Context: an optimization exercise on an open-source flow, tuned for small area and a short achievable clock period. The choices shown serve that exercise and are no tape-out recipe.
In this exercise RTL edits were held to simulation tests only and were not proved equivalent to the original.

## v55
## iir_filter
module iir_filter (
	input  logic clk,
	input  logic rst,
	input  logic signed [14:0] data,
	input  logic data_en,
	input  logic wb_cyc,
	input  logic wb_stb,
	input  logic wb_we,
	input  logic [2:0] wb_adr,
	input  logic [31:0] wb_dat_i,
	output logic [31:0] wb_dat_o,
	output logic wb_ack,
	output logic signed [14:0] data_out,
	output logic data_out_en
);
Size: about 3700 cells after synthesis, roughly 540 flip-flops, ~110 I/O pins, roughly 32000 um^2 of cells after synthesis.
export LEC_CHECK = 0
export ABC_AREA = 1
export CAP_MARGIN = 20
export CORE_MARGIN = 2
export CORE_UTILIZATION = 50
export CTS_CLUSTER_DIAMETER = 75
export CTS_CLUSTER_SIZE = 30
export SETUP_SLACK_MARGIN = 4.5
export SLEW_MARGIN = 20
create_clock -name core_clock -period 8.0 [get_ports {clk}]
standard.sh (not shown) runs the stock make flow with config.mk's settings and CLKGATE_MAP_FILE= SYNTH_SCRIPT=/design/flow/synth_recipe.tcl, a recipe that flattens the netlist after the stock synthesis.
==> flow/flow/run.sh <==
#!/bin/bash
# The standard layout (standard.sh) with one placement option changed:
# the input and output ports are buffered with buf_2 cells instead of the
# cell buffer_ports picks by itself. The make output goes to standard.log;
# ORFS keeps each step's own log in orfs/logs.
set -o pipefail
export BUFFER_PORTS_ARGS="-buffer_cell sky130_fd_sc_hd__buf_2"
bash standard.sh finish > standard.log 2>&1
Edits applied to the flow inputs when going from v55 to v15:
Settings: changing SETUP_SLACK_MARGIN from 4.5 to 4.6.
### Flow results
Comparing v15 and v55, the lower first-pass iteration count of the detailed router was measured on v15.
Number of distinct library cells after synthesis: v15 vs v55 identical
Maximum clock rate was lower in the run labelled v55.
Worst hold slack in v15 is 0.022 ns higher than in v55
The final weighted congestion of routability-driven global placement was comparable across v15 and v55.
As far as final max-slew violation count goes, v15 and v55 are indistinguishable; the numbers are identical.
diff inputs: v15 => v53
==> flow/flow/run.sh <==
#!/bin/bash
# The standard layout (standard.sh) with two options changed:
#  - the input and output ports are buffered with buf_2 cells instead of
#    the cell buffer_ports picks by itself
set -o pipefail
export BUFFER_PORTS_ARGS="-buffer_cell sky130_fd_sc_hd__buf_2"
bash standard.sh "CTS_ARGS=-sink_clustering_enable -repair_clock_nets -dont_use_dummy_load -sink_clustering_size 30 -sink_clustering_max_diameter 75" finish > standard.log 2>&1
Notes after the runs:
Taking v15 as the reference point, the via count of the first global-routing pass of v53 falls by 102.
v15 reports its endpoint of the most critical setup path as pa_2[11]$_DFF_P_ while v53 reports i_state_chain.w1[14]$_DFFE_PP0P_.
v53: number of fill cells in the layout higher than v15
Path depth of the worst reg2reg path in v53 is 11 above v15.
Changes observed in v53 relative to v15: delay of the slowest cell on the worst path moved down, routed wire length stayed essentially flat, sequential share of layout area moved up, fmax fell 0.73%, total routed wire length on the met1 layer now sits higher.
There was hardly any difference in first-pass GRT wire length between v15 and v53.
What v20 does differently from v53 at the input level:
Settings: SETUP_SLACK_MARGIN changed from 4.6 to 4.8.
==> flow/flow/run.sh <==
#!/bin/bash
# The standard layout (standard.sh) with one placement option changed:
# the input and output ports are buffered with buf_2 cells instead of the
# cell buffer_ports picks by itself. The make output goes to standard.log;
# ORFS keeps each step's own log in orfs/logs.
set -o pipefail
export BUFFER_PORTS_ARGS="-buffer_cell sky130_fd_sc_hd__buf_2"
bash standard.sh finish > standard.log 2>&1
## What came out
Changes observed in v20 relative to v53: worst hold slack saw a decrease; clock tree buffer count of the final layout saw a decrease; design area saw an increase; cell count saw an increase.

P:
iir_filter, a different RTL version from the one above (not shown whole).
Size in the first run: about 380 flip-flops, ~110 I/O pins, roughly 31000 um2 of cells after synthesis.
make LEC_CHECK=0 CAP_MARGIN=20 CORE_MARGIN=2 CORE_UTILIZATION=50 SLEW_MARGIN=20 finish   # period 8.0 ns
run.sh (not shown) runs the stock make flow with config.mk's settings and CLKGATE_MAP_FILE= SYNTH_SCRIPT=/design/flow/synth_recipe.tcl, a recipe that flattens the netlist after the stock synthesis.
Stock flow here: none of the scripts above is used.
### P -> Q
- SETUP_SLACK_MARGIN now 4.5, previously not set
## What came out
- Looking at cell with the largest stage delay on the worst path, the dfrtp_4 result is from Q; the dfrtp_2 one comes from P.
- Relative to P, transition time of the tightest slew-check pin increased by 0.044 ns in Q.
- Changes observed in Q relative to P: delay contributed by the slowest stage of the critical path went down; row count did not really move; sequential cell area in the final layout did not really move; horizontal die dimension did not really move.
- Delta (Q minus P): worst setup slack climbed 1.64 ns, non-clock buffer count higher, number of global-route vias before repair has increased, number of clock buffers inserted by TritonCTS went up.

Setup of main:
Another version of the RTL of iir_filter (not shown whole).
Size: roughly 3700 cells after synthesis, roughly 510 flip-flops, ~110 I/O pins.
clock: 8.0 ns
lec_check: 0
abc_area: 1
cap_margin: 20
core_margin: 2
core_utilization: 50
cts_cluster_diameter: 75
cts_cluster_size: 30
setup_slack_margin: 4.6
slew_margin: 20
standard.sh (not shown) runs the stock make flow with config.mk's settings and CLKGATE_MAP_FILE= SYNTH_SCRIPT=/design/flow/synth_recipe.tcl, a recipe that flattens the netlist after the stock synthesis.
==> flow/flow/run.sh <==
#!/bin/bash
# The standard layout (standard.sh) with one placement option changed:
# the input and output ports are buffered with buf_2 cells instead of the
# cell buffer_ports picks by itself. The make output goes to standard.log;
# ORFS keeps each step's own log in orfs/logs.
set -o pipefail
export BUFFER_PORTS_ARGS="-buffer_cell sky130_fd_sc_hd__buf_2"
bash standard.sh finish > standard.log 2>&1
main: full flow OK, the timing, DRC and antenna checks passed
### main -> the feature branch
- a change of SETUP_SLACK_MARGIN from 4.6 to 4.8
### Flow results
- Looking at the reports, the feature branch completed the entire flow and the layout it produced met the timing, DRC and antenna checks.
- From main to the feature branch the numbers moved as follows: area growth from synthesis to layout shows an increase of 4.0 points; minimum hold slack shows no meaningful change; cell area after placement shows no meaningful change.
- Worst setup path startpoint: s[1] -> the feature branch, pa_0[9] -> main
- For main, the capture point of the worst path was ra[14], unlike the feature branch, where it was num_s[13].

[afterwards: timing with drivers on the ports]
Ports are ideal in the flow. The routed layouts listed here were re-timed in OpenROAD.
Step 1: set_driving_cell puts a clkbuf_16 on clk and a buf_2 on each other input, an assumption about the parent block.
Step 2 also shifts input and output timing later by t, the mid clock arrival at the registers, as if the neighbouring blocks saw the same clock.
Slacks: no drivers / after step 1 / after step 2; pairs: no drivers / after step 1.
run | shift t [ns] | setup slack, ns | hold WS [ns]
v55 | 0.657 | 4.531 / 4.531 / 4.262 | 0.358 / 0.358 / 0.358
v15 | 0.656 | 4.673 / 4.673 / 4.271 | 0.380 / 0.380 / 0.380
v53 | 0.632 | 4.649 / 4.649 / 4.283 | 0.372 / 0.372 / 0.372
v20 | 0.701 | 4.627 / 4.627 / 4.259 | 0.355 / 0.355 / 0.355
P | 0.656 | 1.728 / 1.728 / 1.728 | 0.488 / 0.488 / 0.488
Q | 0.651 | 3.365 / 3.365 / 3.365 | 0.462 / 0.462 / 0.462
main | 0.649 | 4.632 / 4.632 / 4.056 | 0.361 / 0.361 / 0.361
the feature branch | 0.643 | 4.706 / 4.706 / 4.265 | 0.359 / 0.359 / 0.359
After both steps every run listed still meets setup and hold. For main, which loses most, drivers alone change the setup slack by 0.000 ns; drivers and shift together by -0.576 ns.
